From an optimization exercise on the open Yosys and OpenROAD flow, aimed at small area and a short achievable clock period; shortcuts taken in it are not production practice.
At most, simulation tests tie the RTL to the original design; equivalence was not proved.
For runs 5 and 6, only the layout was checked, not whether the RTL still works.
Power figures rest on the tool's default switching activity, not on a simulated workload.

## flow/flow/run.sh

```bash
#!/bin/bash
# standard layout, with plain buffers (not delay cells) on the ports
set -o pipefail
bash standard.sh "BUFFER_PORTS_ARGS=-buffer_cell sky130_fd_sc_hd__buf_2" finish > standard.log 2>&1
```

## flow/standard.sh

```bash
#!/bin/bash
# synth_recipe.tcl (not shown) runs the flow's synth.tcl, then flattens the netlist and writes it again
# the make line also repeats each setting of config.mk as NAME=value (left out here)
make -C /OpenROAD-flow-scripts/flow DESIGN_CONFIG=/design/flow/config.mk WORK_HOME=/design/flow/orfs CLKGATE_MAP_FILE= SYNTH_SCRIPT=/design/flow/synth_recipe.tcl "${@:-finish}"
```

## flow/config.mk

```make
export PLATFORM = sky130hd
export DESIGN_NAME = rqfbi_top
export DESIGN_NICKNAME = rqfbi_top
export VERILOG_FILES = /design/flow/design.v
export SDC_FILE = /design/flow/constraint.sdc
export NUM_CORES = 4
export LEC_CHECK = 0
export CAP_MARGIN = 20
export CORE_MARGIN = 2
export CORE_UTILIZATION = 40
export CTS_CLUSTER_DIAMETER = 100
export CTS_CLUSTER_SIZE = 25
export SETUP_SLACK_MARGIN = 2.0
export SLEW_MARGIN = 20
```

## flow/constraint.sdc

```tcl
create_clock -name core_clock -period 4.0 [get_ports {clk}]
set_input_delay 0.8000 -clock core_clock [delete_from_list [all_inputs] [get_ports {clk}]]
set_output_delay 0.8000 -clock core_clock [all_outputs]
set_load 0.01 [all_outputs]
```

## flow/design.v

```verilog
`default_nettype none
package rqfbi_pkg;
	localparam int RQFBI_DEPTH     = 16;
	localparam int RQFBI_ITEM_BITS = 32;
	localparam int KIND_W          = 3;
	localparam int DATA_W          = 32;
	localparam int CAP_W           = 5;
	localparam logic [KIND_W-1:0] KIND_SEND_BACK  = 3'd0;
	localparam logic [KIND_W-1:0] KIND_SEND_FRONT = 3'd1;
	localparam logic [KIND_W-1:0] KIND_RECEIVE    = 3'd2;
	localparam logic [KIND_W-1:0] KIND_PEEK       = 3'd3;
	localparam logic [KIND_W-1:0] KIND_DROP_FRONT = 3'd4;
	localparam logic [KIND_W-1:0] KIND_FLUSH      = 3'd5;
	typedef struct packed {
		logic [KIND_W-1:0] kind;
		logic [DATA_W-1:0] item_data;
	} rqfbi_cmd_t;
	typedef struct packed {
		logic              accepted;
		logic [DATA_W-1:0] out_data;
		logic [CAP_W-1:0]  items_held;
		logic [CAP_W-1:0]  slots_free;
		logic              is_empty;
		logic              is_full;
	} rqfbi_res_t;
endpackage
`default_nettype wire
`default_nettype none
module ring_queue_front_back_insert #(
	parameter int DEPTH     = rqfbi_pkg::RQFBI_DEPTH,
	parameter int ITEM_BITS = rqfbi_pkg::RQFBI_ITEM_BITS
) (
	input  wire logic                          clk,
	input  wire logic                          arst_n,
	input  wire logic                          start,
	output logic                               busy,
	input  wire rqfbi_pkg::rqfbi_cmd_t         cmd,
	input  wire logic                          cfg_valid,
	output logic                               cfg_ready,
	input  wire logic [rqfbi_pkg::CAP_W-1:0]   cfg_data,
	output logic                               done,
	output rqfbi_pkg::rqfbi_res_t              result
);
	localparam int IDX_W = 4;
	localparam int CW    = rqfbi_pkg::CAP_W;
	logic [ITEM_BITS-1:0] mem [16];
	logic [ITEM_BITS-1:0] rd_data_q;
	logic [CW-1:0]    held_q;
	logic [CW-1:0]    free_q;
	logic [CW-1:0]    cap_q;
	logic             nempty_q;
	logic             full_q;
	logic [15:0]      head_q;
	logic [IDX_W-1:0] tail_q;
	logic             valid_s1;
	logic             acc_s1;
	logic [CW-1:0]    res_held_q;
	logic [CW-1:0]    res_free_q;
	logic             res_empty_q;
	logic             res_full_q;
	logic [CW-1:0]    held_d;
	logic [CW-1:0]    free_d;
	logic             nempty_d;
	logic             full_d;
	logic [15:0]      head_d;
	logic [IDX_W-1:0] tail_d;
	logic [15:0]      tail_dec;
	logic             fire;
	logic             cfg_fire;
	logic [CW-1:0]    cap_sat;
	logic             is_sb, is_sf, is_rd, is_pop, is_flush;
	logic             do_push, do_pop, rd_ok;
	logic             acc_d;
	logic [15:0]      we;
	logic [ITEM_BITS-1:0] front;
	assign busy      = cfg_valid;
	assign cfg_ready = ~valid_s1;
	assign fire      = start & ~cfg_valid;
	assign cfg_fire  = cfg_valid & ~valid_s1;
	always_comb begin
		if (cfg_data == '0) begin
			cap_sat = CW'(1);
		end else if (cfg_data > CW'(16)) begin
			cap_sat = CW'(16);
		end else begin
			cap_sat = cfg_data;
		end
	end
	assign is_sb    = cmd.kind == rqfbi_pkg::KIND_SEND_BACK;
	assign is_sf    = cmd.kind == rqfbi_pkg::KIND_SEND_FRONT;
	assign is_rd    = (cmd.kind == rqfbi_pkg::KIND_RECEIVE) | (cmd.kind == rqfbi_pkg::KIND_PEEK);
	assign is_pop   = (cmd.kind == rqfbi_pkg::KIND_RECEIVE) | (cmd.kind == rqfbi_pkg::KIND_DROP_FRONT);
	assign is_flush = cmd.kind == rqfbi_pkg::KIND_FLUSH;
	assign do_push = (is_sb | is_sf) & ~full_q;
	assign do_pop  = is_pop & nempty_q;
	assign rd_ok   = is_rd & nempty_q;
	assign acc_d   = do_push | rd_ok | do_pop | is_flush;
	always_comb begin
		for (int i = 0; i < 16; i++) begin
			we[i] = ~held_q[CW-1] & (tail_dec[i] | head_q[(i + 1) % 16]);
		end
	end
	always_comb begin
		for (int i = 0; i < 16; i++) begin
			tail_dec[i] = tail_q == IDX_W'(i);
		end
	end
	always_ff @(posedge clk) begin
		for (int i = 0; i < 16; i++) begin
			if (we[i]) begin
				mem[i] <= ITEM_BITS'(cmd.item_data);
			end
		end
	end
	always_comb begin
		front = '0;
		for (int i = 0; i < 16; i++) begin
			front = front | ({ITEM_BITS{head_q[i]}} & mem[i]);
		end
	end
	always_ff @(posedge clk) begin
		rd_data_q <= {ITEM_BITS{rd_ok}} & front;
		acc_s1    <= acc_d;
	end
	always_comb begin
		held_d  = held_q;
		free_d  = free_q;
		nempty_d = nempty_q;
		full_d  = full_q;
		head_d  = head_q;
		tail_d  = tail_q;
		if (cfg_fire) begin
			held_d  = '0;
			free_d  = cap_sat;
			nempty_d = 1'b0;
			full_d  = 1'b0;
			head_d  = 16'd1;
			tail_d  = '0;
		end else if (fire) begin
			if (is_flush) begin
				held_d  = '0;
				free_d  = cap_q;
				nempty_d = 1'b0;
				full_d  = 1'b0;
				head_d  = 16'd1;
				tail_d  = '0;
			end else if (do_push) begin
				held_d  = held_q + CW'(1);
				free_d  = free_q - CW'(1);
				nempty_d = 1'b1;
				full_d  = free_q == CW'(1);
				if (is_sf) begin
					head_d = {head_q[0], head_q[15:1]};
				end else begin
					tail_d = tail_q + IDX_W'(1);
				end
			end else if (do_pop) begin
				held_d  = held_q - CW'(1);
				free_d  = free_q + CW'(1);
				nempty_d = held_q != CW'(1);
				full_d  = 1'b0;
				head_d  = {head_q[14:0], head_q[15]};
			end
		end
	end
	always_ff @(posedge clk or negedge arst_n) begin
		if (!arst_n) begin
			held_q   <= '0;
			free_q   <= CW'(16);
			nempty_q <= 1'b0;
			cap_q    <= CW'(16);
			full_q   <= 1'b0;
			head_q   <= 16'd1;
			tail_q   <= '0;
			valid_s1 <= 1'b0;
		end else begin
			valid_s1 <= fire;
			held_q   <= held_d;
			free_q   <= free_d;
			nempty_q <= nempty_d;
			if (cfg_fire) begin
				cap_q <= cap_sat;
			end
			full_q   <= full_d;
			head_q   <= head_d;
			tail_q   <= tail_d;
		end
	end
	always_ff @(posedge clk) begin
		res_held_q  <= held_d;
		res_free_q  <= free_d;
		res_empty_q <= ~nempty_d;
		res_full_q  <= full_d;
	end
	assign done = valid_s1;
	always_comb begin
		result            = '0;
		result.accepted   = acc_s1;
		result.out_data   = rqfbi_pkg::DATA_W'(rd_data_q);
		result.items_held = res_held_q;
		result.slots_free = res_free_q;
		result.is_empty   = res_empty_q;
		result.is_full    = res_full_q;
	end
endmodule
`default_nettype wire
`default_nettype none
module rqfbi_top (
	input  wire logic        clk,
	input  wire logic        arst_n,
	input  wire logic        start,
	output logic             busy,
	input  wire logic [2:0]  cmd_kind,
	input  wire logic [31:0] cmd_data,
	input  wire logic        cfg_valid,
	output logic             cfg_ready,
	input  wire logic [4:0]  cfg_data,
	output logic             done,
	output logic             res_accepted,
	output logic [31:0]      res_out_data,
	output logic [4:0]       res_items_held,
	output logic [4:0]       res_slots_free,
	output logic             res_is_empty,
	output logic             res_is_full
);
	rqfbi_pkg::rqfbi_cmd_t cmd;
	rqfbi_pkg::rqfbi_res_t result;
	assign cmd.kind      = cmd_kind;
	assign cmd.item_data = cmd_data;
	ring_queue_front_back_insert u_q (
		.clk       (clk),
		.arst_n    (arst_n),
		.start     (start),
		.busy      (busy),
		.cmd       (cmd),
		.cfg_valid (cfg_valid),
		.cfg_ready (cfg_ready),
		.cfg_data  (cfg_data),
		.done      (done),
		.result    (result)
	);
	assign res_accepted   = result.accepted;
	assign res_out_data   = result.out_data;
	assign res_items_held = result.items_held;
	assign res_slots_free = result.slots_free;
	assign res_is_empty   = result.is_empty;
	assign res_is_full    = result.is_full;
endmodule
`default_nettype wire
```

==> results of run 1 <==
## critical path, cell delays in order (launching register included)
cell and delay, ns:
dfrtp_1 0.45, inv_2 0.08, buf_6 0.09
## area by class of cell
class                           instances  area (µm²)  area share [%]
Antenna cell                            1        2.50          0.0103
Clock buffer                           46         778            3.20
Clock inverter                          4        70.1           0.288
Inverter                               11        41.3           0.170
Multi-Input combinational cell        542        4160            17.1
Sequential cell                       595       17300            70.9
Tap cell                              696         871            3.58
Timing Repair Buffer                  154        1150            4.74
## path summary, 6_finish.rpt
check | startpoint | end | cells after the start
max | u_q.valid_s1$_DFF_PN0_ | cfg_ready | 2
min | arst_n | u_q.tail_q[2]$_DFFE_PN0P_ | 1
max reg2reg | u_q.tail_q[1]$_DFFE_PN0P_ | u_q.mem[9][30]$_DFFE_PP_ | 5
min reg2reg | u_q.cap_q[2]$_DFFE_PN0P_ | u_q.cap_q[2]$_DFFE_PN0P_ | 2
max in group asynchronous | arst_n | u_q.head_q[8]$_DFFE_PN0P_ | 1
min in group core_clock | cfg_data[4] | u_q.cap_q[4]$_DFFE_PN1P_ | 3
## per-layer routing
| layer | GRT usage, % | part of all wire (%) | vias to the layer above |
|---|---|---|---|
| li1 | - | - | 5270 |
| met1 | 29.0 | 43 | 6487 |
| met2 | 32.6 | 46 | 543 |
| met3 | 3.52 | 8.0 | 70 |
| met4 | 4.62 | 2.1 | 4 |
| met5 | 0 | 0.043 | - |
## through the flow
| step | area [µm²] | util [%] |
|---|---|---|
| 6_report | 24300 | 45.4 |
| 5_1_grt | 24300 | 45.4 |
| 4_1_cts | 24200 | 45.2 |
| 3_5_place_dp | 23100 | 43.2 |
| 3_3_place_gp | 23100 | 43.2 |
| 2_1_floorplan | 21700 | - |
## Yosys cell counts, drive strengths merged, types with 2 or more instances
cell / instances / area (µm²)
nor2: 32 / 123
edfxtp: 512 / 15400
a22o: 96 / 841
nor3: 7 / 35.0
xor2: 6 / 52.6
o221ai: 3 / 26.3
nand2: 29 / 109
or3: 3 / 25.0
a211o: 4 / 43.8
or2: 2 / 12.5
dfxtp: 45 / 901
mux2i: 16 / 160
clkbuf: 77 / 289
nor2b: 3 / 18.8
o21ai: 9 / 45.0
nand2b: 2 / 12.5
nand3: 18 / 90.1
o31ai: 17 / 128
o22ai: 2 / 12.5
a41oi: 2 / 17.5
inv: 11 / 41.3
xnor2: 4 / 35.0
a22oi: 66 / 495
or3b: 3 / 26.3
dfrtp: 35 / 876
a221oi: 96 / 841
and3: 35 / 219
ha: 10 / 125
a21oi: 18 / 90.1
a31oi: 43 / 269
dfstp: 3 / 78.8
nand4: 2 / 12.5
buf: 12 / 63.8
## sequential cells by signal, indices dropped and copies added (netlist names)
register	cells
u_q.nempty_q	1
u_q.rd_data_q	32
u_q.full_q	1
u_q.cap_q	5
u_q.res_empty_q	1
u_q.res_free_q	5
u_q.valid_s1	1
u_q.held_q	5
u_q.mem	512
u_q.head_q	16
u_q.acc_s1	1
u_q.res_full_q	1
u_q.tail_q	4
u_q.res_held_q	5
u_q.free_q	5
## layout by cell type (no fill, tap or decap), drive strengths merged, types with 4 or more instances in the layout
cell type and n:
nand2 29, mux2i 16, ha 10, inv 11, nor2 32, a21oi 18
xor2 6, a211o 4, o21ai 9, a22o 96, a31oi 43, and3 35
nand3 18, nor3 7, dfxtp 45, buf 153, a221oi 96, a22oi 66
dfrtp 35, xnor2 4, o31ai 17, edfxtp 512, clkbuf 47
## repair_timing
| item | in CTS | in global routing |
|---|---|---|
| pin swaps | 8 | 2 |
| setup endpoints to repair | 356 | 129 |
| gates resized for setup | 20 | 11 |
| buffers inserted | 16 | 4 |
| cloned | 0 | 1 |
## power by group
part           internal (µW)  switching [µW]  total, µW
Clock                   1370            1900       3270
Sequential              6870            63.2       6940
Combinational            161             333        493
## cell families after synthesis
| group | Yosys count |
|---|---|
| xor+xnor | 10 |
| fa+ha+maj | 10 |
| compound gates | 363 |
| mux | 16 |
| simple gates | 143 |
| flops | 595 |
| buf+inv | 100 |
==> run notes, run 1 <==
status no timing/DRC/antenna violations; Die ar. 0.0559 mm²; Inserted Clock Buffers 28; final period utilization 50.4%; Mapped Area 0.0216 mm²; DRT Pass-1 Iters 6; Lkg Pwr 0.00784 µW; core box area 0.0536 mm²; Syn Area/Cell 17.5 µm²; r2r setup slk 2.07 ns; H-tree depth 1; Final Hold Fails 0; clock-pin slew on the worst setup and hold paths 0.10 ns; hold slack 0.331 ns; RSZ-0062 raised after global routing true; Setup TNS Final 0 ns; die height 236 µm; vias in the first global route 11.9k; DRC 0; pwr dens 440 mW/mm²; Placed Cells 1977; MaxCap Viol Count 0; gr ovfl total 0; number of antenna violations at the first check in global routing 2; Cells after Synth 1237; data required time at the worst endpoint 3.20 ns; # clock sinks 595; fraction of registers with async set/reset 6.39%; Synth Area in Compound Gates 13.4%; mux share of post-synthesis cell area 0.741%; Filler cells 4639; Initial Util 40.3%; Critical Path End Type output port; fin cells 2049; Distinct cells, synth 56; Post-Syn Nets 1291; post-synthesis simple-gate area fraction 3.40%; CTS tree built; hold buffers post-CTS 0; Vias per Instance 6.04; ys flop type edfxtp_1; first-pass GRT wire length 83300 µm; clk latency of the worst-skew pair 0.64 ns; Slew HR 39.7%; # setup viols final 0; VDD IR max 376 µV; total global-route track usage 20.3%; dpl ws 1.37 ns; Critical Path Fanout Max 4; maximum clock path buffer count 3; row count 85; initial detailed-routing violation count 1490; #FFs+latches synth 595; clock skew 0.0545 ns; Seq/Total Area, Yosys 79.7%; Root Buffer clkbuf_16; Vias 12.4k; number of placed I/O pins 92; CP Launch Type register; worst-margin pin slew 0.905 ns; Synth Area in XOR/XNOR 0.405%; CP arrival 1.22 ns; fin crit period 2.02 ns; input/output buffers 91; Area Growth Syn to Fin 12.6%; Final nets 1386; Max Slew Vio Count 0; final WL 58400 µm; Synth Area in Adders 0.579%; Setup Crit Path Kind register to output port; Tightest Hold Check Type primary input to async pin; EDFF count, synth 512; Chip Width 236 µm; largest net degree at the start of global routing 39; largest family of logic cells by synthesized area compound AO/OA/AOI/OAI gates; Synth Warn # 2; Post-DP HPWL 29000 µm; routed length per instance 28.5 µm; Final GP Congestion 0.809; Fmax 496 MHz; ANT nets after route 0; Power, Total 10700 µW; fraction of layout cells with a size suffix above 1 18.1%; setup slack after layout 1.98 ns
==> inputs of run 2 (changes only) <==
--- a/flow/config.mk
+++ b/flow/config.mk
@@ -11,4 +11,5 @@
 export CTS_CLUSTER_DIAMETER = 100
 export CTS_CLUSTER_SIZE = 25
+export GPL_TIMING_DRIVEN = 0
 export SETUP_SLACK_MARGIN = 2.0
 export SLEW_MARGIN = 20
==> run 2 against run 1 <==
Against the previous run:
- clock power increased by 1%
- maximum frequency decreased by 1.0%
- wire length increased by 16%
- critical path depth increased by 3
- synthesized cell count unchanged
- first-iteration DRC count increased by 21%
- sequential cell count unchanged
==> run notes, run 2 <==
Net Sw Frac 21.7%; routed length per instance 31.7 µm; Tightest Hold Check Type primary input to async pin; Syn Area/Cell 17.5 µm²; max FFs per register 512; commonest non-fill, non-tap cell in the layout edfxtp_1; Post-DP HPWL 40800 µm; Final nets 1465; hold buffers post-CTS 0; maximum clock path buffer count 3; Post-synth top cells 512 x edfxtp_1, 96 x a221oi_1, 96 x a22o_1; VDD IR max 417 µV; vias in the first global route 12.7k; largest net degree at the start of global routing 39; clock skew 0.0426 ns; mux share of post-synthesis cell area 0.741%; Critical Path End Type register; Area contributors post-synth edfxtp_1 71%, dfxtp_1 4.2%, dfrtp_1 4.1%, a221oi_1 3.9%, a22o_1 3.9%; Post-Syn Nets 1291; clk latency of the worst-skew pair 0.63 ns; CP max-delay cell clkbuf_2; gr ovfl total 0; Buf/Inv on CP 2; Seq/Total Area, Yosys 79.7%; internal power 8430 µW; share of total power in sequential cells 64.3%; Final Hold Fails 0; critical path depth 5; Inserted Clock Buffers 28; r2r setup slk 1.96 ns; data required time at the worst endpoint 4.46 ns; Initial Util 40.3%; number of placed I/O pins 92; DRT Pass-1 Iters 5; Root Buffer clkbuf_16; Vias 13.2k; initial detailed-routing violation count 1802; #FFs+latches synth 595; ANT nets after route 0; H-tree depth 1; CTS tree built; Top reg by flops u_q.mem; core box area 0.0536 mm²; DRC 0; worst-margin pin slew 0.919 ns; Fmax 491 MHz; row count 85; die height 236 µm; Synth Area in Adders 0.579%; Mapped Area 0.0216 mm²; MaxCap Viol Count 0; clock-pin slew on the worst setup and hold paths 0.10 ns; Logic pwr share 5.0%; final WL 67600 µm; Final GP Congestion 0.817; ys flop type edfxtp_1; # setup viols final 0; pwr dens 426 mW/mm²; EDFF count, synth 512; fin crit period 2.04 ns; clock share of power 30.7%; largest area contributor in the netlist edfxtp_1; Die ar. 0.0559 mm²; Most common cell on crit path clkbuf_2; most frequent cells in the layout 512 x edfxtp_1, 102 x buf_2, 96 x a22o_1, 96 x a221oi_1, 66 x a22oi_1; fraction of layout cells with a size suffix above 1 20.7%; Power, Total 10800 µW; CP arrival 2.50 ns; Synth Area in XOR/XNOR 0.405%; fraction of registers with async set/reset 6.39%; largest stage delay on the critical path 0.43 ns; RSZ-0062 raised after global routing true; share of the synthesized area in the top cell type 71.1%; post-synthesis simple-gate area fraction 3.40%; # clock sinks 595; input/output buffers 90; number of antenna violations at the first check in global routing 6; Vias per Instance 6.20; Register-to-Register Path Depth 5; Distinct cells, synth 56; Chip Width 236 µm; Lkg Pwr 0.00836 µW; Slew HR 38.7%; Setup Crit Path Kind register to register; largest family of logic cells by synthesized area compound AO/OA/AOI/OAI gates; Cells after Synth 1237; final period utilization 50.9%; critical path cell sequence clkbuf_2 > clkbuf_2 > a22o_1 > a221oi_1 > a31oi_1; Crit path max-delay family compound AO/OA/AOI/OAI gates; Critical Path Fanout Max 10; first-pass GRT wire length 94500 µm; Area Growth Syn to Fin 16.9%; total global-route track usage 23.9%; NetSw 2340 µW; Synth Area in Compound Gates 13.4%; most common cell in the netlist edfxtp_1; Placed Cells 2054; CP Launch Type register; Max Slew Vio Count 0; Synth Warn # 2; status no timing/DRC/antenna violations; fin cells 2130; largest registers u_q.mem x512, u_q.rd_data_q x32, u_q.head_q x16
[run 2: cell types whose count changed in the layout (fill, tap and decap cells not counted), sizes merged]
cell	before	now
inv	11	13
clkinv	3	2
clkbuf	47	111
diode	1	2
buf	153	169
clkinvlp	1	0
[run 2: per-stage QoR]
step	area (µm²)	hold WS, ns	worst slack, ns	utilization [%]	TNS [ns]
3_3_place_gp	23100	0.458	-0.664	43.0	-123.88
5_1_grt	25300	0.368	1.95	47.1	0
2_1_floorplan	21700	0.438	1.67	-	0
3_5_place_dp	23800	0.461	0.502	44.5	0
6_report	25300	0.310	1.96	47.1	0
4_1_cts	25200	0.331	1.95	47.0	0
[run 2: power by group through the flow]
stage                     clock (µW)  combinational (µW)  sequential [µW]
after global placement             0                 466             7060
after floorplan                    0                 233             7060
final                           3310                 543             6930
after global routing            3540                 580             6940
after detailed placement           0                 520             7070
after CTS                       3340                 536             6920
[run 2: what timing repair did]
| action | CTS | global route |
|---|---|---|
| resized for setup | 112 | 31 |
| setup endpoints to repair | 561 | 157 |
| pin swaps | 10 | 3 |
| buffers inserted | 18 | 5 |
[run 2: metal layers]
layer	share of wire (%)	track usage (%)
met1	40	33.6
met2	45	37.5
met3	10	4.17
met4	4.5	8.76
met5	0.049	0
[run 2: worst paths after layout]
check                                     startpoint                        end
max reg2reg                u_q.head_q[4]$_DFFE_PN0P_  u_q.rd_data_q[23]$_DFF_P_
min                                           arst_n  u_q.head_q[5]$_DFFE_PN0P_
min in group core_clock                  cfg_data[4]   u_q.cap_q[4]$_DFFE_PN1P_
max                        u_q.head_q[4]$_DFFE_PN0P_  u_q.rd_data_q[23]$_DFF_P_
min reg2reg                 u_q.cap_q[4]$_DFFE_PN1P_   u_q.cap_q[4]$_DFFE_PN1P_
max in group asynchronous                     arst_n   u_q.cap_q[0]$_DFFE_PN0P_
[run 2: cell families after synthesis]
| family | count (synthesis) |
|---|---|
| DFF | 595 |
| AOI/OAI and AO/OA | 363 |
| and+or+nand+nor | 143 |
| buffers and inverters | 100 |
| muxes | 16 |
| xor gates and xnor gates | 10 |
| adders and majority gates | 10 |
[run 2: worst register-to-register path: cells and delay by family, from the launching register on]
family | cells | cell delay (ns)
compound gates | 3 | 0.81
flops | 1 | 0.38
buf+inv | 2 | 0.70
[run 2: layout make-up]
class	count	area [µm²]
Multi-Input combinational cell	542	4160
Fill cell	4621	28300
Tap cell	696	871
Buffer	89	706
Inverter	11	41.3
Timing Repair Buffer	144	1410
Clock buffer	47	782
Clock inverter	4	63.8
Antenna cell	2	5.00
Sequential cell	595	17200
==> inputs of run 3 (changes only) <==
--- a/flow/config.mk
+++ b/flow/config.mk
@@ -11,5 +11,5 @@
 export CTS_CLUSTER_DIAMETER = 100
 export CTS_CLUSTER_SIZE = 25
-export GPL_TIMING_DRIVEN = 0
+export GPL_ROUTABILITY_DRIVEN = 0
 export SETUP_SLACK_MARGIN = 2.0
 export SLEW_MARGIN = 20
==> run 3 against run 2 <==
Against the previous run:
- clock skew up 0.012 ns
- maximum frequency up 1.0%
- wire length down 14%
- still clean
==> run notes, run 3 <==
CP max-delay cell dfrtp_1; max FFs per register 512; Chip Width 236 µm; # setup viols final 0; fin crit period 2.02 ns; largest registers u_q.mem x512, u_q.rd_data_q x32, u_q.head_q x16; critical path cell sequence inv_2 > buf_6; row count 85; fraction of registers with async set/reset 6.39%; Vias per Instance 6.04; Critical Path Fanout Max 4; clock share of power 30.6%; Post-DP HPWL 29000 µm; Root Buffer clkbuf_16; RSZ-0062 raised after global routing true; share of total power in sequential cells 64.8%; input/output buffers 91; internal power 8400 µW; Mapped Area 0.0216 mm²; EDFF count, synth 512; Final nets 1386; most common cell in the netlist edfxtp_1; worst-margin pin slew 0.905 ns; Area Growth Syn to Fin 12.6%; Synth Area in XOR/XNOR 0.405%; Final Hold Fails 0; ys flop type edfxtp_1; largest family of logic cells by synthesized area compound AO/OA/AOI/OAI gates; Tightest Hold Check Type primary input to async pin; Initial Util 40.3%; largest area contributor in the netlist edfxtp_1; Setup TNS Final 0 ns; Post-synth top cells 512 x edfxtp_1, 96 x a221oi_1, 96 x a22o_1; CP arrival 1.22 ns; Top reg by flops u_q.mem; clk latency of the worst-skew pair 0.64 ns; fraction of layout cells with a size suffix above 1 18.1%; clock skew 0.0545 ns; CP Launch Type register; DRT Pass-1 Iters 6; maximum clock path buffer count 3; Vias 12.4k; final core occ 45.4%; ANT nets after route 0; Fmax 496 MHz; Filler cells 4639; dpl ws 1.37 ns; Seq/Total Area, Yosys 79.7%; CTS tree built; number of antenna violations at the first check in global routing 2; Lkg Pwr 0.00784 µW; Net Sw Frac 21.5%; VDD IR max 376 µV; data required time at the worst endpoint 3.20 ns; Die ar. 0.0559 mm²; mux share of post-synthesis cell area 0.741%; #FFs+latches synth 595; Max Slew Vio Count 0; Slew HR 39.7%; DRC 0; initial detailed-routing violation count 1490; number of placed I/O pins 92; Inserted Clock Buffers 28; largest stage delay on the critical path 0.45 ns; share of the synthesized area in the top cell type 71.1%; Synth Area in Compound Gates 13.4%; H-tree depth 1; final period utilization 50.4%; final WL 58400 µm; routed length per instance 28.5 µm; Distinct cells, synth 56; Post-Syn Nets 1291; setup slack after layout 1.98 ns; total global-route track usage 20.3%; vias in the first global route 11.9k; Logic pwr share 4.6%; Power, Total 10700 µW; largest net degree at the start of global routing 39; core box area 0.0536 mm²; Syn Area/Cell 17.5 µm²; post-synthesis simple-gate area fraction 3.40%; NetSw 2300 µW; status no timing/DRC/antenna violations; hold slack 0.331 ns; gr ovfl total 0; Setup Crit Path Kind register to output port; pwr dens 440 mW/mm²; Area contributors post-synth edfxtp_1 71%, dfxtp_1 4.2%, dfrtp_1 4.1%, a221oi_1 3.9%, a22o_1 3.9%; Synth Warn # 2; die height 236 µm; # clock sinks 595; commonest non-fill, non-tap cell in the layout edfxtp_1; first-pass GRT wire length 83300 µm; MaxCap Viol Count 0; Synth Area in Adders 0.579%; Cells after Synth 1237; Critical Path End Type output port; most frequent cells in the layout 512 x edfxtp_1, 96 x a22o_1, 96 x a221oi_1; clock-pin slew on the worst setup and hold paths 0.10 ns
[run 3: changes by cell type in the layout (fill, tap and decap cells not counted), sizes merged]
cell      previous run  this run
buf                169       153
clkbuf             111        47
inv                 13        11
clkinv               2         3
diode                2         1
clkinvlp             0         1
[run 3: what timing repair did]
action	in CTS	in global routing
pin swaps	8	2
hold buffers	0	0
gates cloned	0	1
resized for setup	20	11
setup endpoints to repair	356	129
buffers inserted	16	4
[run 3: cell families after synthesis]
family / after synthesis
buffers and inverters: 100
adders and majority gates: 10
xor gates and xnor gates: 10
and+or+nand+nor: 143
AOI/OAI and AO/OA: 363
muxes: 16
DFF: 595
[run 3: power by group through the flow]
stage	Combinational (µW)	Clock (µW)	Sequential, µW
after floorplan	233	0	7060
after global placement	462	0	7080
after detailed placement	470	0	7080
after CTS	492	3330	6940
after global routing	533	3520	6950
final	493	3270	6940
[run 3: area by class of cell]
class / count / area, µm² / area share [%]
antenna: 1 / 2.50 / 0.0103
sequential: 595 / 17300 / 70.9
multi-input combinational: 542 / 4160 / 17.1
clock buffer: 46 / 778 / 3.20
inverter: 11 / 41.3 / 0.170
timing repair buffer: 154 / 1150 / 4.74
tap: 696 / 871 / 3.58
clock inverter: 4 / 70.1 / 0.288
[run 3: metrics by stage]
step	instance area, µm²	std cells
after global routing	24300	2048
final	24300	2049
after CTS	24200	2043
after floorplan	21700	1237
after global placement	23100	1977
after detailed placement	23100	1977
[run 3: routing by layer]
metal	global-route usage, %	vias up	wire (µm)
li1	-	5270	-
met1	29.0	6487	25300
met2	32.6	543	27100
met3	3.52	70	4690
met4	4.62	4	1240
met5	0	-	25
[run 3: worst max-delay path, delay by kind of cell (launching register included)]
kind,cells,cell delay [ns]
flops,1,0.45
buf+inv,2,0.17
[run 3: worst paths after layout]
check	end	start	cells after the start	slack, ns
worst max-delay path	cfg_ready	u_q.valid_s1$_DFF_PN0_	2	1.98
worst min-delay path	u_q.tail_q[2]$_DFFE_PN0P_	arst_n	1	0.33
worst max register to register	u_q.mem[9][30]$_DFFE_PP_	u_q.tail_q[1]$_DFFE_PN0P_	5	2.07
worst min register to register	u_q.cap_q[2]$_DFFE_PN0P_	u_q.cap_q[2]$_DFFE_PN0P_	2	0.49
max in group asynchronous	u_q.head_q[8]$_DFFE_PN0P_	arst_n	1	3.00
min in group core_clock	u_q.cap_q[4]$_DFFE_PN1P_	cfg_data[4]	3	0.42
==> inputs of run 4 (changes only) <==
--- a/flow/config.mk
+++ b/flow/config.mk
@@ -8,8 +8,7 @@
 export CAP_MARGIN = 20
 export CORE_MARGIN = 2
-export CORE_UTILIZATION = 40
+export CORE_UTILIZATION = 65
 export CTS_CLUSTER_DIAMETER = 100
 export CTS_CLUSTER_SIZE = 25
-export GPL_ROUTABILITY_DRIVEN = 0
 export SETUP_SLACK_MARGIN = 2.0
 export SLEW_MARGIN = 20
==> run 4 against run 3 <==
Against the previous run:
- die area down 38%
- sequential cell count unchanged
- highest routed layer unchanged
- still clean on timing, DRC and antenna
- sequential share of layout area up 0.68 points
- global-route usage up 11 points
- combinational power down 0.8%
- final cell count down 11%
- via count up 3.4%
- synthesized cell count unchanged
==> run notes, run 4 <==
status no timing/DRC/antenna violations; hold buffers post-CTS 0; total global-route track usage 31.7%; vias in the first global route 12.2k; Final nets 1410; # setup viols final 0; fraction of registers with async set/reset 6.39%; Top reg by flops u_q.mem; CP Launch Type register; initial detailed-routing violation count 1532; Vias 12.8k; MaxCap Viol Count 0; Area Growth Syn to Fin 11.5%; largest registers u_q.mem x512, u_q.rd_data_q x32, u_q.head_q x16; gr ovfl total 0; Final GP Congestion 0.851; Tightest Hold Check Type primary input to async pin; final period utilization 50.2%; worst-margin pin slew 0.885 ns; final WL 55100 µm; Fmax 498 MHz; DRT Pass-1 Iters 5; Chip Width 186 µm; input/output buffers 91; Syn Area/Cell 17.5 µm²; pwr dens 436 mW/mm²; Register-to-Register Path Depth 5; Post-synth top cells 512 x edfxtp_1, 96 x a221oi_1, 96 x a22o_1; Seq/Total Area, Yosys 79.7%; # clock sinks 595; clock skew 0.0153 ns; Mapped Area 0.0216 mm²; first-pass GRT wire length 80500 µm; Synth Warn # 2; Post-Syn Nets 1291; RSZ-0062 raised after global routing true; number of antenna violations at the first check in global routing 3; core box area 0.0326 mm²; EDFF count, synth 512; number of placed I/O pins 92; Root Buffer clkbuf_16; Setup Crit Path Kind register to output port; Area contributors post-synth edfxtp_1 71%, dfxtp_1 4.2%, dfrtp_1 4.1%, a221oi_1 3.9%, a22o_1 3.9%; Distinct cells, synth 56; Vias per Instance 7.03; data required time at the worst endpoint 3.20 ns; Critical Path Fanout Max 4; Critical Path End Type output port; commonest non-fill, non-tap cell in the layout edfxtp_1; final core occ 73.9%; CTS tree built; clock-pin slew on the worst setup and hold paths 0.10 ns; Final Hold Fails 0; Die ar. 0.0347 mm²; routed length per instance 30.3 µm; RR Endpoint u_q.mem[1][2]$_DFFE_PP_; Initial Util 66.3%; CP arrival 1.21 ns; Setup TNS Final 0 ns; most frequent cells in the layout 512 x edfxtp_1, 96 x a22o_1, 96 x a221oi_1; max FFs per register 512; largest area contributor in the netlist edfxtp_1; Slew HR 41.0%; Post-DP HPWL 27400 µm; Cells after Synth 1237; largest net degree at the start of global routing 39; Lkg Pwr 0.00792 µW; die height 186 µm; Placed Cells 1723; ANT nets after route 0; most common cell in the netlist edfxtp_1; share of the synthesized area in the top cell type 71.1%; H-tree depth 1; worst r2r src u_q.tail_q[1]$_DFFE_PN0P_; clk latency of the worst-skew pair 0.59 ns; Inserted Clock Buffers 27; Max Slew Vio Count 0; VDD IR max 537 µV; row count 66; r2r setup slk 2.05 ns; DRC 0; fraction of layout cells with a size suffix above 1 19.5%; maximum clock path buffer count 3; #FFs+latches synth 595; fin cells 1820; fin crit period 2.01 ns; ys flop type edfxtp_1
run 4: cell families (layout without fill, tap and decap cells):
group | count (synthesis) | after routing | share of synthesized area (%)
other cells | 0 | 1 | 0
mux | 16 | 16 | 0.741
flops | 595 | 595 | 79.7
xor+xnor | 10 | 10 | 0.405
simple gates | 143 | 144 | 3.40
fa+ha+maj | 10 | 10 | 0.579
buf+inv | 100 | 239 | 1.82
compound gates | 363 | 363 | 13.4
run 4: critical path, stage by stage (launching register included):
cell and delay, ns:
dfrtp_1 0.44, inv_2 0.09, buf_6 0.10
run 4: worst max-delay path by stage:
stage,start,end,slack [ns],depth (start not counted)
4_1_cts,u_q.valid_s1$_DFF_PN0_,cfg_ready,1.96,2
3_3_place_gp,cfg_valid,u_q.free_q[0]$_DFF_PN0_,1.41,7
6_report,u_q.valid_s1$_DFF_PN0_,cfg_ready,1.99,2
2_1_floorplan,u_q.held_q[4]$_DFF_PN0_,u_q.mem[7][0]$_DFFE_PP_,1.67,3
3_5_place_dp,cfg_valid,u_q.free_q[0]$_DFF_PN0_,1.34,7
5_1_grt,u_q.valid_s1$_DFF_PN0_,cfg_ready,1.96,2
run 4: power by group:
group,total (µW),switching (µW),leakage (µW),internal (µW)
clock,3070,1780,0.000362,1290
sequential,6950,71.9,0.00554,6870
combinational,489,321,0.00202,168
run 4: stage by stage:
stage          hold slack, ns  area, µm²  worst slack [ns]  total power (µW)
2_1_floorplan           0.438      21700              1.67              7300
3_3_place_gp            0.461      22800              1.41              7520
3_5_place_dp            0.463      22800              1.34              7530
4_1_cts                 0.341      24000              1.96             10500
5_1_grt                 0.386      24100              1.96             10800
6_report                0.321      24100              1.99             10500
run 4: layout make-up:
| type | count | area [µm²] |
|---|---|---|
| tap | 442 | 553 |
| fill | 2006 | 8520 |
| sequential | 595 | 17300 |
| inverter | 11 | 45.0 |
| clock buffer | 48 | 754 |
| multi-input combinational | 543 | 4180 |
| timing repair buffer | 178 | 1290 |
| antenna | 1 | 2.50 |
| clock inverter | 2 | 16.3 |
run 4: metal layers:
layer	part of all wire (%)	vias to the layer above	GRT usage, %	wire length [µm]
met2	48	793	50.5	26300
met4	2.9	4	8.92	1600
met5	0.025	-	0	14
met3	9.7	109	4.50	5340
met1	40	6570	46.8	21800
li1	-	5315	-	-
run 4: timing repair:
action                     in CTS  in global routing
gates resized for setup        15                 11
gates cloned                    1                  0
setup endpoints to repair     452                171
pin swaps                      12                  2
buffers inserted               35                 10
==> inputs of run 5 (changes only) <==
--- a/flow/design.v
+++ b/flow/design.v
@@ -55,8 +55,5 @@
 	logic             valid_s1;
 	logic             acc_s1;
-	logic [CW-1:0]    res_held_q;
-	logic [CW-1:0]    res_free_q;
 	logic             res_empty_q;
-	logic             res_full_q;
 	logic [CW-1:0]    held_d;
 	logic [CW-1:0]    free_d;
@@ -188,8 +185,5 @@
 	end
 	always_ff @(posedge clk) begin
-		res_held_q  <= held_d;
-		res_free_q  <= free_d;
 		res_empty_q <= ~nempty_d;
-		res_full_q  <= full_d;
 	end
 	assign done = valid_s1;
@@ -198,8 +192,8 @@
 		result.accepted   = acc_s1;
 		result.out_data   = rqfbi_pkg::DATA_W'(rd_data_q);
-		result.items_held = res_held_q;
-		result.slots_free = res_free_q;
+		result.items_held = held_q;
+		result.slots_free = free_q;
 		result.is_empty   = res_empty_q;
-		result.is_full    = res_full_q;
+		result.is_full    = full_q;
 	end
 endmodule
--- a/flow/config.mk
+++ b/flow/config.mk
@@ -8,5 +8,5 @@
 export CAP_MARGIN = 20
 export CORE_MARGIN = 2
-export CORE_UTILIZATION = 65
+export CORE_UTILIZATION = 40
 export CTS_CLUSTER_DIAMETER = 100
 export CTS_CLUSTER_SIZE = 25
==> run 5 against run 4 <==
Against the previous run:
- core utilization shrank 28 points
- critical path type unchanged
- final area grew 0.74%
- critical path depth is the same
- hold slack lost 0.017 ns
- setup slack lost 0.068 ns
- sequential share of layout area shrank 1.3 points
- sequential cell count shrank 11
- area after synthesis shrank 1.6%
- synthesized cell count shrank 2.4%
- largest cell class unchanged
- critical endpoint is now res_items_held[4]
==> run notes, run 5 <==
clock skew 0.0390 ns; die height 235 µm; Cells after Synth 1207; Post-synth top cells 512 x edfxtp_1, 99 x a22o_1, 97 x a221oi_1; Vias 12.4k; Setup Crit Path Kind register to output port; ANT nets after route 0; Area contributors post-synth edfxtp_1 72%, dfrtp_1 4.1%, a22o_1 4.1%, a221oi_1 4.0%, dfxtp_1 3.2%; largest area contributor in the netlist edfxtp_1; ys flop type edfxtp_1; #FFs+latches synth 584; clock-pin slew on the worst setup and hold paths 0.10 ns; Critical Path End Type output port; vias in the first global route 11.9k; Post-Syn Nets 1261; status no timing/DRC/antenna violations; Top reg by flops u_q.mem; row count 84; hold slack 0.304 ns; Fmax 481 MHz; final period utilization 51.9%; Ant. Diodes 0; number of antenna violations at the first check in global routing 2; Critical Path Fanout Max 3; Power, Total 12000 µW; Mapped Area 0.0213 mm²; total global-route track usage 20.5%; RSZ-0062 raised after global routing true; fraction of layout cells with a size suffix above 1 20.2%; max FFs per register 512; CP arrival 1.28 ns; Inserted Clock Buffers 28; worst-margin pin slew 0.927 ns; Lkg Pwr 0.00780 µW; Setup TNS Final 0 ns; Max Slew Vio Count 0; Post-DP HPWL 29100 µm; EDFF count, synth 512; Filler cells 4459; input/output buffers 91; MaxCap Viol Count 0; fraction of registers with async set/reset 6.51%; largest net degree at the start of global routing 39; gr ovfl total 0; initial detailed-routing violation count 1472; pwr dens 495 mW/mm²; most common cell in the netlist edfxtp_1; Distinct cells, synth 50; final WL 58600 µm; maximum clock path buffer count 3; routed length per instance 28.7 µm; hold buffers post-CTS 0; first-pass GRT wire length 83500 µm; CTS tree built; VDD IR max 365 µV; commonest non-fill, non-tap cell in the layout edfxtp_1; DRC 0; Seq/Total Area, Yosys 80.0%; largest registers u_q.mem x512, u_q.rd_data_q x32, u_q.head_q x16; Syn Area/Cell 17.6 µm²; Vias per Instance 6.10; Synth Warn # 2; DRT Pass-1 Iters 5; CP Launch Type register; Initial Util 40.5%; Slew HR 38.2%; clk latency of the worst-skew pair 0.62 ns; Final Hold Fails 0; share of the synthesized area in the top cell type 72.3%; fin crit period 2.08 ns; most frequent cells in the layout 512 x edfxtp_1, 99 x a22o_1, 95 x a221oi_1; H-tree depth 1; # setup viols final 0; core box area 0.0526 mm²; Chip Width 235 µm; Area Growth Syn to Fin 14.1%; number of placed I/O pins 92; # clock sinks 584; Root Buffer clkbuf_16; data required time at the worst endpoint 3.20 ns; Die ar. 0.0550 mm²; Tightest Hold Check Type primary input to async pin; Final GP Congestion 0.777; Final nets 1386
==> run 5: changes by cell type in the layout (fill, tap and decap cells not counted), moves of 6 or more <==
cell / change
buf_2: -6
dfrtp_4: +6
buf_6: +12
dfxtp_1: -11
buf_4: -7
nand3_1: -10
nand2_1: +9
==> run 5: repair_timing <==
action / CTS / global route
gates cloned: 1 / 1
pin swaps: 5 / 5
hold endpoints to repair: 0 / 0
setup buffers: 34 / 14
endpoints found under the setup margin: 504 / 171
resized for setup: 33 / 25
==> run 5: kinds of logic after synthesis <==
family | Yosys count | synth area share, %
DFF | 584 | 80.0
muxes | 17 | 0.800
adders and majority gates | 10 | 0.588
AOI/OAI and AO/OA | 360 | 13.3
buffers and inverters | 94 | 1.80
xor gates and xnor gates | 9 | 0.371
and+or+nand+nor | 133 | 3.17
==> run 5: final timing paths <==
check | endpoint | startpoint | slack [ns] | depth (start not counted)
hold / removal | u_q.full_q$_DFFE_PN0P_ | arst_n | 0.30 | 1
max in group asynchronous | u_q.head_q[8]$_DFFE_PN0P_ | arst_n | 3.02 | 1
hold reg to reg | u_q.cap_q[2]$_DFFE_PN0P_ | u_q.cap_q[2]$_DFFE_PN0P_ | 0.48 | 2
setup reg to reg | u_q.free_q[3]$_DFFE_PN0P_ | u_q.full_q$_DFFE_PN0P_ | 2.02 | 6
min in group core_clock | u_q.cap_q[4]$_DFFE_PN1P_ | cfg_data[4] | 0.44 | 3
setup / recovery | res_items_held[4] | u_q.held_q[4]$_DFFE_PN0P_ | 1.92 | 2
==> run 5: power breakdown <==
| part | leakage, µW | internal, µW | switching [µW] |
|---|---|---|---|
| clock network | 0.000411 | 1430 | 1900 |
| registers | 0.00541 | 7070 | 143 |
| logic | 0.00198 | 524 | 960 |
| total | 0.00780 | 9030 | 3000 |
==> run 5: metrics by stage <==
| stage | instances | setup WS, ns | utilization, % | instance area, µm² |
|---|---|---|---|---|
| finish | 2040 | 1.92 | 46.2 | 24300 |
| floorplan | 1207 | 1.66 | - | 21500 |
| global route | 2040 | 1.89 | 46.2 | 24300 |
| CTS | 2025 | 1.69 | 45.7 | 24000 |
| global placement | 1940 | 1.46 | 43.2 | 22700 |
| detailed placement | 1940 | 1.39 | 43.2 | 22700 |
==> run 5: area by class of cell <==
cell class / count / area (µm²) / share of cell area, %
clock buffers: 45 / 774 / 3.19
clock inverters: 5 / 87.6 / 0.361
inverters: 10 / 37.5 / 0.155
multi-input cells: 530 / 4080 / 16.8
flip-flops and latches: 584 / 17100 / 70.3
well taps: 688 / 861 / 3.55
repair buffers: 178 / 1380 / 5.69
==> run 5: routing by layer <==
| layer | wire length [µm] | vias to the layer above | GRT usage, % |
|---|---|---|---|
| li1 | - | 5225 | - |
| met2 | 27600 | 631 | 32.9 |
| met5 | 12 | - | 0 |
| met3 | 4700 | 75 | 2.50 |
| met1 | 25200 | 6514 | 30.0 |
| met4 | 1050 | 2 | 4.56 |
==> run 5: worst max-delay path: stages, from the launching register on <==
cell	delay, ns
dfrtp_2	0.44
buf_12	0.13
buf_2	0.13
==> inputs of run 6 (changes only) <==
--- a/flow/design.v
+++ b/flow/design.v
@@ -53,7 +53,11 @@
 	logic [15:0]      head_q;
 	logic [IDX_W-1:0] tail_q;
-	logic             valid_s1;
+	logic             done_q;
+	logic             ready_q;
 	logic             acc_s1;
+	logic [CW-1:0]    res_held_q;
+	logic [CW-1:0]    res_free_q;
 	logic             res_empty_q;
+	logic             res_full_q;
 	logic [CW-1:0]    held_d;
 	logic [CW-1:0]    free_d;
@@ -72,7 +76,7 @@
 	logic [ITEM_BITS-1:0] front;
 	assign busy      = cfg_valid;
-	assign cfg_ready = ~valid_s1;
+	assign cfg_ready = ready_q;
 	assign fire      = start & ~cfg_valid;
-	assign cfg_fire  = cfg_valid & ~valid_s1;
+	assign cfg_fire  = cfg_valid & ready_q;
 	always_comb begin
 		if (cfg_data == '0) begin
@@ -170,7 +174,9 @@
 			head_q   <= 16'd1;
 			tail_q   <= '0;
-			valid_s1 <= 1'b0;
+			done_q   <= 1'b0;
+			ready_q  <= 1'b1;
 		end else begin
-			valid_s1 <= fire;
+			done_q   <= fire;
+			ready_q  <= ~fire;
 			held_q   <= held_d;
 			free_q   <= free_d;
@@ -185,15 +191,18 @@
 	end
 	always_ff @(posedge clk) begin
+		res_held_q  <= held_d;
+		res_free_q  <= free_d;
 		res_empty_q <= ~nempty_d;
-	end
-	assign done = valid_s1;
+		res_full_q  <= full_d;
+	end
+	assign done = done_q;
 	always_comb begin
 		result            = '0;
 		result.accepted   = acc_s1;
 		result.out_data   = rqfbi_pkg::DATA_W'(rd_data_q);
-		result.items_held = held_q;
-		result.slots_free = free_q;
+		result.items_held = res_held_q;
+		result.slots_free = res_free_q;
 		result.is_empty   = res_empty_q;
-		result.is_full    = full_q;
+		result.is_full    = res_full_q;
 	end
 endmodule
==> run 6 against run 5 <==
Against the previous run:
- non-clock buffer count down 27
- register-to-register slack better by 0.04 ns
- maximum frequency up 2.3%
- highest routed layer unchanged
- critical path type unchanged
- largest cell class unchanged
- final cell count up 0.44%
- via count down 0.61%
- still clean
==> run notes, run 6 <==
Inserted Clock Buffers 28; initial detailed-routing violation count 1482; Fmax 493 MHz; #FFs+latches synth 596; CTS tree built; share of the synthesized area in the top cell type 71.0%; # clock sinks 596; ys flop type edfxtp_1; # setup viols final 0; number of placed I/O pins 92; Synth Warn # 2; Cells after Synth 1241; Post-DP HPWL 30100 µm; Setup Crit Path Kind register to output port; final period utilization 50.7%; largest net degree at the start of global routing 40; Vias 12.4k; first-pass GRT wire length 83400 µm; critical path cell sequence buf_6; Setup TNS Final 0 ns; Area contributors post-synth edfxtp_1 71%, dfxtp_1 4.2%, dfrtp_1 4.0%, a22o_1 4.0%, a221oi_1 3.9%; Ant. Diodes 0; routed length per instance 27.9 µm; clk latency of the worst-skew pair 0.64 ns; fraction of layout cells with a size suffix above 1 18.3%; met2 Usage GRT 32.6%; die height 237 µm; largest stage delay on the critical path 0.55 ns; Distinct cells, synth 52; gr busiest metal met2; Power, Total 10700 µW; largest area contributor in the netlist edfxtp_1; CP Launch Type register; MaxCap Viol Count 0; dpl ws 1.29 ns; row count 85; VDD IR max 390 µV; Die ar. 0.0560 mm²; largest registers u_q.mem x512, u_q.rd_data_q x32, u_q.head_q x16; Crit path max-delay family flip-flops; status no timing/DRC/antenna violations; CP max-delay cell dfstp_2; worst-margin pin slew 0.935 ns; ANT nets after route 0; fin crit period 2.03 ns; RSZ-0062 raised after global routing true; Critical Path End Type output port; Lkg Pwr 0.00780 µW; fraction of registers with async set/reset 6.54%; most frequent cells in the layout 512 x edfxtp_1, 98 x a22o_1, 96 x a221oi_1; DRT Pass-1 Iters 5; H-tree depth 1; Seq/Total Area, Yosys 79.7%; Post-synth top cells 512 x edfxtp_1, 98 x a22o_1, 97 x a221oi_1; Max Slew Vio Count 0; total global-route track usage 20.2%; gr ovfl total 0; number of antenna violations at the first check in global routing 3; most common cell in the netlist edfxtp_1; DRC 0; core box area 0.0537 mm²; max FFs per register 512; met1 GRT Util 29.1%; clock-pin slew on the worst setup and hold paths 0.10 ns; Mapped Area 0.0217 mm²; Area Growth Syn to Fin 12.3%; GR Util met3 3.61%; input/output buffers 91; setup slack after layout 1.97 ns; Initial Util 40.3%; Syn Area/Cell 17.5 µm²; final WL 57200 µm; Critical Path Fanout Max 2; clock skew 0.0588 ns; Buf/Inv on CP 1; Post-Syn Nets 1295; Slew HR 37.5%; maximum clock path buffer count 3; Final GP Congestion 0.784; pwr dens 442 mW/mm²; EDFF count, synth 512; Chip Width 237 µm; Final Hold Fails 0; CP arrival 1.23 ns; r2r setup slk 2.06 ns; Tightest Hold Check Type primary input to async pin; vias in the first global route 12.3k; Vias per Instance 6.04; Root Buffer clkbuf_16; Top reg by flops u_q.mem; commonest non-fill, non-tap cell in the layout edfxtp_1; Final nets 1385; data required time at the worst endpoint 3.20 ns
[run 6: changes by cell type in the layout (fill, tap and decap cells not counted), moves of 5 or more]
cell,previous run,this run
buf_12,13,8
xor2_1,1,6
buf_2,84,90
dfrtp_1,12,17
nand2_1,35,21
buf_6,16,4
buf_4,62,45
dfxtp_1,33,39
nand3_1,8,22
[run 6: cell type report]
cell class | count | area (µm²)
clock buffers | 48 | 776
fillers | 4573 | 29400
flip-flops and latches | 596 | 17300
multi-input cells | 545 | 4190
clock inverters | 4 | 86.3
repair buffers | 151 | 1050
well taps | 696 | 871
inverters | 9 | 33.8
[run 6: where the power goes]
part / total (µW) / switching (µW) / internal (µW)
Clock: 3290 / 1900 / 1390
Sequential: 6970 / 76.5 / 6890
Combinational: 481 / 326 / 155
Total: 10700 / 2300 / 8440
[run 6: per-layer routing]
layer	part of all wire, %	routed length (µm)
met5	0.047	27
met4	1.8	1050
met3	8.1	4650
met2	47	27000
met1	43	24500
[run 6: worst reg2reg max path: stages (launching register included)]
cell	delay (ns)
dfrtp_1	0.59
inv_1	0.14
nor2_1	0.22
a21oi_1	0.15
nor2_4	0.11
buf_6	0.37
[run 6: timing repair]
| action | in CTS | in global routing |
|---|---|---|
| pin swaps | 8 | 2 |
| cloned | 1 | 0 |
| endpoints found under the setup margin | 442 | 155 |
| hold buffers | 0 | 0 |
| buffers inserted | 11 | 8 |
| resized for setup | 23 | 17 |
[run 6: worst paths after layout]
| path | from | endpoint | cells after the start |
|---|---|---|---|
| max | u_q.ready_q$_DFF_PN1_ | cfg_ready | 1 |
| min | arst_n | u_q.tail_q[1]$_DFFE_PN0P_ | 1 |
| max reg2reg | u_q.tail_q[3]$_DFFE_PN0P_ | u_q.mem[9][25]$_DFFE_PP_ | 5 |
| min reg2reg | u_q.cap_q[4]$_DFFE_PN1P_ | u_q.cap_q[4]$_DFFE_PN1P_ | 2 |
| max in group asynchronous | arst_n | u_q.head_q[9]$_DFFE_PN0P_ | 1 |
| min in group core_clock | u_q.cap_q[4]$_DFFE_PN1P_ | u_q.cap_q[4]$_DFFE_PN1P_ | 2 |
[run 6: cell families after synthesis]
kind of cell	count (synthesis)	synth area share (%)
AOI/OAI and AO/OA	368	13.4
xor gates and xnor gates	10	0.404
adders and majority gates	10	0.578
buffers and inverters	101	1.82
DFF	596	79.7
muxes	17	0.786
and+or+nand+nor	139	3.36
[run 6: stage by stage]
stage                     util, %  instances  cell area [µm²]  hold WS (ns)
after global routing         45.3       2049            24300         0.396
final                        45.3       2049            24300         0.331
after floorplan                 -       1241            21800         0.439
after detailed placement     43.1       1977            23200         0.459
after CTS                    45.1       2041            24200         0.347
after global placement       43.1       1977            23200         0.449
==> inputs of run 7 (changes only) <==
--- a/flow/design.v
+++ b/flow/design.v
@@ -76,5 +76,5 @@
 	logic [ITEM_BITS-1:0] front;
 	assign busy      = cfg_valid;
-	assign cfg_ready = ready_q;
+	assign cfg_ready = ~done_q;
 	assign fire      = start & ~cfg_valid;
 	assign cfg_fire  = cfg_valid & ready_q;
==> run 7 against run 6 <==
Against the previous run:
- still clean on timing, DRC and antenna
- sequential power is essentially flat
- synthesized cell count increased by 3.0%
- area after synthesis increased by 1.1%
- total power up 0.58%
- clock power rose by 2%
==> run notes, run 7 <==
status no timing/DRC/antenna violations; DRT Pass-1 Iters 5; Initial Util 40.5%; DRC 0; ANT nets after route 0; dpl ws 1.13 ns; Tightest Hold Check Type primary input to async pin; #FFs+latches synth 596; largest registers u_q.mem x512, u_q.rd_data_q x32, u_q.head_q x16; RSZ-0062 raised after global routing true; row count 85; final WL 60600 µm; max FFs per register 512; crit path from u_q.rd_data_q[31]$_DFF_P_; Fmax 503 MHz; fraction of registers with async set/reset 6.54%; maximum clock path buffer count 3; EDFF count, synth 512; CP max-delay cell dfxtp_1; total global-route track usage 21.1%; Setup TNS Final 0 ns; Ant. Diodes 0; Cells after Synth 1278; routed length per instance 28.9 µm; Logic pwr share 4.8%; clock skew 0.0367 ns; clk latency of the worst-skew pair 0.63 ns; Post-synth top cells 512 x edfxtp_1, 99 x a22o_1, 97 x a221oi_1; input/output buffers 91; Crit path max-delay family flip-flops; core box area 0.0540 mm²; fraction of layout cells with a size suffix above 1 18.3%; Inserted Clock Buffers 28; # setup viols final 0; largest net degree at the start of global routing 54; Lkg Pwr 0.00797 µW; most frequent cells in the layout 512 x edfxtp_1, 99 x a22o_1, 97 x a221oi_1; commonest non-fill, non-tap cell in the layout edfxtp_1; Top reg by flops u_q.mem; Critical Path End Type output port; data required time at the worst endpoint 3.20 ns; Post-DP HPWL 31200 µm; largest area contributor in the netlist edfxtp_1; worst-margin pin slew 0.945 ns; Vias 13.0k; Slew HR 37.0%; Net Sw Frac 21.6%; Root Buffer clkbuf_16; Final nets 1435; Chip Width 238 µm; worst r2r src u_q.head_q[0]$_DFFE_PN1P_; clock-pin slew on the worst setup and hold paths 0.10 ns; Vias per Instance 6.17; Setup Crit Path Kind register to output port; MaxCap Viol Count 0; CTS tree built; internal power 8470 µW; share of total power in sequential cells 64.4%; Mapped Area 0.0219 mm²; critical path cell sequence buf_2; Buf/Inv on CP 1; number of placed I/O pins 92; # clock sinks 596; initial detailed-routing violation count 1571; Die ar. 0.0566 mm²; vias in the first global route 12.4k; Distinct cells, synth 64; clock share of power 30.9%; CP arrival 1.19 ns; CP Launch Type register; Final GP Congestion 0.821; first-pass GRT wire length 87300 µm; NetSw 2330 µW; Max Slew Vio Count 0; pwr dens 436 mW/mm²; ys flop type edfxtp_1; Area Growth Syn to Fin 13.1%; VDD IR max 370 µV; final period utilization 49.7%; Critical Path Fanout Max 1; setup slack after layout 2.01 ns; fin crit period 1.99 ns; gr ovfl total 0; Syn Area/Cell 17.1 µm²; Area contributors post-synth edfxtp_1 70%, dfxtp_1 4.1%, dfrtp_1 4.0%, a22o_1 4.0%, a221oi_1 3.9%; share of the synthesized area in the top cell type 70.2%; H-tree depth 1; largest stage delay on the critical path 0.42 ns; Post-Syn Nets 1332; Seq/Total Area, Yosys 78.8%; Synth Warn # 2; Final Hold Fails 0; die height 238 µm; most common cell in the netlist edfxtp_1; number of antenna violations at the first check in global routing 2; Power, Total 10800 µW
## run 7: cell types whose count changed after synthesis, moves of 6 or more
| cell | delta |
|---|---|
| a21oi_1 | +14 |
| buf_2 | +10 |
| clkbuf_1 | -10 |
| nand3_1 | -10 |
| o21ai_0 | +20 |
| o31ai_1 | -16 |
| or3_1 | +6 |
| or4_1 | +15 |
## run 7: worst paths after layout
check	cells after the start	to	slack [ns]
worst max-delay path	1	res_out_data[31]	2.01
worst min-delay path	1	u_q.held_q[1]$_DFF_PN0_	0.34
worst max register to register	4	u_q.head_q[1]$_DFFE_PN0P_	2.07
worst min register to register	2	u_q.cap_q[4]$_DFFE_PN1P_	0.47
max in group asynchronous	1	u_q.head_q[10]$_DFFE_PN0P_	2.97
min in group core_clock	3	u_q.cap_q[4]$_DFFE_PN1P_	0.45
## run 7: per-layer routing
| metal | routed length [µm] | track usage [%] |
|---|---|---|
| met4 | 1440 | 4.91 |
| met5 | 25 | 0 |
| met1 | 25800 | 30.9 |
| met2 | 28500 | 33.8 |
| met3 | 4870 | 2.98 |
## run 7: what timing repair did
action / 4_1_cts / 5_1_grt
hold endpoints to repair: 0 / 0
setup endpoints to repair: 406 / 117
cloned: 2 / 0
pin swaps: 12 / 2
gates resized for setup: 24 / 14
hold buffers: 0 / 0
buffers inserted: 32 / 3
## run 7: kinds of logic (layout without fill, tap and decap cells)
| kind of cell | after synthesis | after routing | share of synthesized area [%] |
|---|---|---|---|
| AO/OA/AOI/OAI | 393 | 395 | 13.9 |
| XOR/XNOR | 2 | 2 | 0.0800 |
| adder cells (fa/ha/maj) | 10 | 10 | 0.571 |
| buffers and inverters | 110 | 233 | 2.09 |
| flip-flops | 596 | 596 | 78.8 |
| multiplexers | 17 | 17 | 0.777 |
| AND/OR/NAND/NOR | 150 | 150 | 3.83 |
## run 7: area by class of cell
| type | count | area (µm²) |
|---|---|---|
| fillers | 4602 | 29300 |
| flip-flops and latches | 596 | 17300 |
| multi-input cells | 574 | 4440 |
| repair buffers | 167 | 1240 |
| well taps | 696 | 871 |
| clock buffers | 47 | 772 |
| clock inverters | 5 | 93.8 |
| inverters | 14 | 53.8 |
## run 7: power by group through the flow
stage	Sequential [µW]	Clock (µW)	Combinational, µW
CTS	6950	3400	508
global placement	7090	0	476
detailed placement	7090	0	488
global route	6970	3580	556
finish	6950	3340	514
floorplan	7080	0	256
## run 7: stage by stage
stage / hold slack, ns / util [%] / area, µm² / cells
after floorplan: 0.439 / - / 22100 / 1278
after global placement: 0.453 / 43.2 / 23400 / 2010
after detailed placement: 0.459 / 43.2 / 23400 / 2010
after CTS: 0.341 / 45.7 / 24700 / 2096
after global routing: 0.404 / 45.9 / 24800 / 2099
final: 0.340 / 45.9 / 24800 / 2099
==> inputs of run 8 (changes only) <==
--- a/flow/config.mk
+++ b/flow/config.mk
@@ -11,4 +11,4 @@
 export CTS_CLUSTER_DIAMETER = 100
 export CTS_CLUSTER_SIZE = 25
-export SETUP_SLACK_MARGIN = 2.0
+export SETUP_SLACK_MARGIN = 2.2
 export SLEW_MARGIN = 20
==> run 8 against run 7 <==
Against the previous run:
- area after synthesis unchanged
- combinational power rose by 16%
- critical path type unchanged
- first-iteration DRC count up 7.7%
- final area up 4.1%
- setup slack gained 0.035 ns
- clock skew down 0.0075 ns
- register-to-register slack better by 0.10 ns
- die area unchanged
- global-route usage grew 0.23 points
- non-clock buffer count grew 42
- via count is 1.3% higher
==> run notes, run 8 <==
Synth Area in Adders 0.571%; core box area 0.0540 mm²; Area Growth Syn to Fin 17.7%; vias in the first global route 12.7k; largest stage delay on the critical path 0.39 ns; fraction of layout cells with a size suffix above 1 25.6%; Power, Total 10900 µW; Tightest Hold Check Type primary input to async pin; Fmax 512 MHz; dpl ws 1.17 ns; share of the synthesized area in the top cell type 70.2%; total global-route track usage 21.4%; # clock sinks 596; worst r2r src u_q.full_q$_DFF_PN0_; Critical Path Fanout Max 2; Vias 13.1k; Inserted Clock Buffers 29; DRT Pass-1 Iters 6; MaxCap Viol Count 0; number of antenna violations at the first check in global routing 4; mux share of post-synthesis cell area 0.777%; setup slack after layout 2.05 ns; data required time at the worst endpoint 3.20 ns; Root Buffer clkbuf_16; Mapped Area 0.0219 mm²; largest family of logic cells by synthesized area compound AO/OA/AOI/OAI gates; VDD IR max 313 µV; Synth Area in XOR/XNOR 0.0800%; commonest non-fill, non-tap cell in the layout edfxtp_1; Synth Warn # 2; RR Endpoint u_q.head_q[14]$_DFFE_PN0P_; final core occ 47.7%; final period utilization 48.8%; Register-to-Register Path Depth 6; Net Sw Frac 22.0%; RSZ-0062 raised after global routing true; row count 85; Max Slew Vio Count 0; post-synthesis simple-gate area fraction 3.83%; pwr dens 424 mW/mm²; Register Area 0.0174 mm²; r2r setup slk 2.17 ns; Syn Area/Cell 17.1 µm²; Filler cells 4574; gr ovfl total 0; Final GP Congestion 0.819; EDFF count, synth 512; CP max-delay cell dfrtp_1; largest registers u_q.mem x512, u_q.rd_data_q x32, u_q.head_q x16; first-pass GRT wire length 88700 µm; Synth Area in Compound Gates 13.9%; largest net degree at the start of global routing 40; clock-pin slew on the worst setup and hold paths 0.10 ns; Vias per Instance 6.12; Top reg by flops u_q.mem; Area contributors post-synth edfxtp_1 70%, dfxtp_1 4.1%, dfrtp_1 4.0%, a22o_1 4.0%, a221oi_1 3.9%; CP Launch Type register; maximum clock path buffer count 3; initial detailed-routing violation count 1692; fraction of registers with async set/reset 6.54%; number of placed I/O pins 92; Slew HR 35.5%; worst-margin pin slew 0.968 ns; Initial Util 40.5%; #FFs+latches synth 596; ys flop type edfxtp_1; Final Hold Fails 0; Final nets 1479; largest area contributor in the netlist edfxtp_1; clock share of power 30.9%; Post-DP HPWL 31200 µm; Setup Crit Path Kind register to output port; Chip Width 238 µm; Critical Path End Type output port; clk latency of the worst-skew pair 0.63 ns; H-tree depth 1; Die ar. 0.0566 mm²; critical path cell sequence inv_1 > buf_2; # setup viols final 0; die height 238 µm; most common cell in the netlist edfxtp_1; routed length per instance 29.0 µm; max FFs per register 512; Post-Syn Nets 1332; Setup TNS Final 0 ns; internal power 8530 µW; Multi-input gate area 0.00461 mm²; Post-synth top cells 512 x edfxtp_1, 99 x a22o_1, 97 x a221oi_1; clock skew 0.0291 ns; CTS tree built; Seq/Total Area, Yosys 78.8%; input/output buffers 91; final WL 62300 µm; DRC 0; most frequent cells in the layout 512 x edfxtp_1, 99 x a22o_1, 96 x a221oi_1; ANT nets after route 0; Lkg Pwr 0.00832 µW; share of total power in sequential cells 63.6%; status no timing/DRC/antenna violations; fin crit period 1.95 ns; Cells after Synth 1278; Distinct cells, synth 64; CP arrival 1.15 ns; NetSw 2400 µW; Logic pwr share 5.5%
## run 8: how the worst max path moves through the flow
| stage | startpoint | to | slack, ns | cells past startpoint |
|---|---|---|---|---|
| final | u_q.done_q$_DFF_PN0_ | cfg_ready | 2.05 | 2 |
| after floorplan | cmd_kind[0] | u_q.tail_q[1]$_DFFE_PN0P_ | 1.85 | 5 |
| after global routing | u_q.done_q$_DFF_PN0_ | cfg_ready | 2.00 | 2 |
| after detailed placement | cmd_kind[1] | u_q.head_q[9]$_DFFE_PN0P_ | 1.17 | 6 |
| after global placement | cmd_kind[1] | u_q.head_q[7]$_DFFE_PN0P_ | 1.25 | 6 |
| after CTS | u_q.done_q$_DFF_PN0_ | cfg_ready | 2.02 | 2 |
## run 8: kinds of logic after synthesis
family,Yosys count
flops,596
fa+ha+maj,10
xor+xnor,2
simple gates,150
mux,17
compound gates,393
buf+inv,110
## run 8: what timing repair did
action                                  CTS  global route
cloned                                    4             4
endpoints found under the setup margin  611           467
hold buffers                              0             0
pin swaps                                13            14
setup buffers                            37            29
resized for setup                       136            63
## run 8: stage by stage
step,instances,hold WS [ns],cell area (µm²)
5_1_grt,2145,0.401,25800
2_1_floorplan,1278,0.439,22200
6_report,2145,0.326,25800
3_3_place_gp,2016,0.449,23400
3_5_place_dp,2016,0.459,23400
4_1_cts,2110,0.358,25300
## run 8: worst max-delay path, delay by kind of cell, from the launching register on
kind                   cells  cell delay [ns]
buffers and inverters      2             0.16
DFF                        1             0.39
## run 8: power groups by stage
stage	Sequential, µW	Clock [µW]	Combinational [µW]
2_1_floorplan	7080	0	269
3_3_place_gp	7090	0	479
3_5_place_dp	7100	0	489
4_1_cts	6960	3430	546
5_1_grt	6970	3620	645
6_report	6950	3380	597
## run 8: cell type report
type                            count  share of cell area, %
Antenna cell                        2                 0.0194
Clock buffer                       46                   3.10
Clock inverter                      7                  0.344
Inverter                           14                  0.209
Multi-Input combinational cell    575                   17.9
Sequential cell                   596                   67.3
Tap cell                          696                   3.38
Timing Repair Buffer              209                   7.77
## run 8: layer usage
| metal | vias up | wire length [µm] | share of wire [%] | track usage (%) |
|---|---|---|---|---|
| met5 | - | 28 | 0.045 | 0 |
| met4 | 4 | 1450 | 2.3 | 5.61 |
| met3 | 93 | 4590 | 7.4 | 3.26 |
| met2 | 592 | 29900 | 48 | 34.6 |
| met1 | 6865 | 26300 | 42 | 30.4 |
| li1 | 5574 | - | - | - |

[static timing again, ports no longer ideal]
The flow's constraints put no driver on any port. The routed layouts listed below were extracted and timed again, unchanged, in two steps. Step 1, drivers: a clkbuf_16 drives clk and a buf_2 each remaining input, both assumed. Step 2 moves the port delays by t, midway between the first and last clock arrival at a register: inputs arrive t later, outputs are due t later. That takes back most of the time a late clock gives input paths. Three values: no drivers, after step 1, after step 2; two values: the first two.
| run | t, ns | setup WS [ns] | worst register clock-pin slew, ns | worst slew at a driven data input, ns |
|---|---|---|---|---|
| run 1 | 0.667 | 1.985 / 1.925 / 1.488 | 0.10 / 0.10 | 0.09 |
| run 2 | 0.674 | 1.964 / 1.944 / 1.347 | 0.11 / 0.11 | 0.08 |
| run 3 | 0.667 | 1.985 / 1.925 / 1.488 | 0.10 / 0.10 | 0.09 |
| run 4 | 0.637 | 1.991 / 1.936 / 1.540 | 0.10 / 0.10 | 0.08 |
| run 5 | 0.657 | 1.923 / 1.869 / 1.473 | 0.11 / 0.11 | 0.11 |
| run 6 | 0.666 | 1.970 / 1.913 / 1.420 | 0.10 / 0.10 | 0.10 |
| run 7 | 0.664 | 2.013 / 1.953 / 1.427 | 0.10 / 0.10 | 0.10 |
| run 8 | 0.668 | 2.048 / 1.987 / 1.574 | 0.10 / 0.10 | 0.10 |
After both steps every run listed still meets setup and hold. For run 2, which loses most, drivers alone change the setup slack by -0.020 ns; drivers and shift together by -0.617 ns.
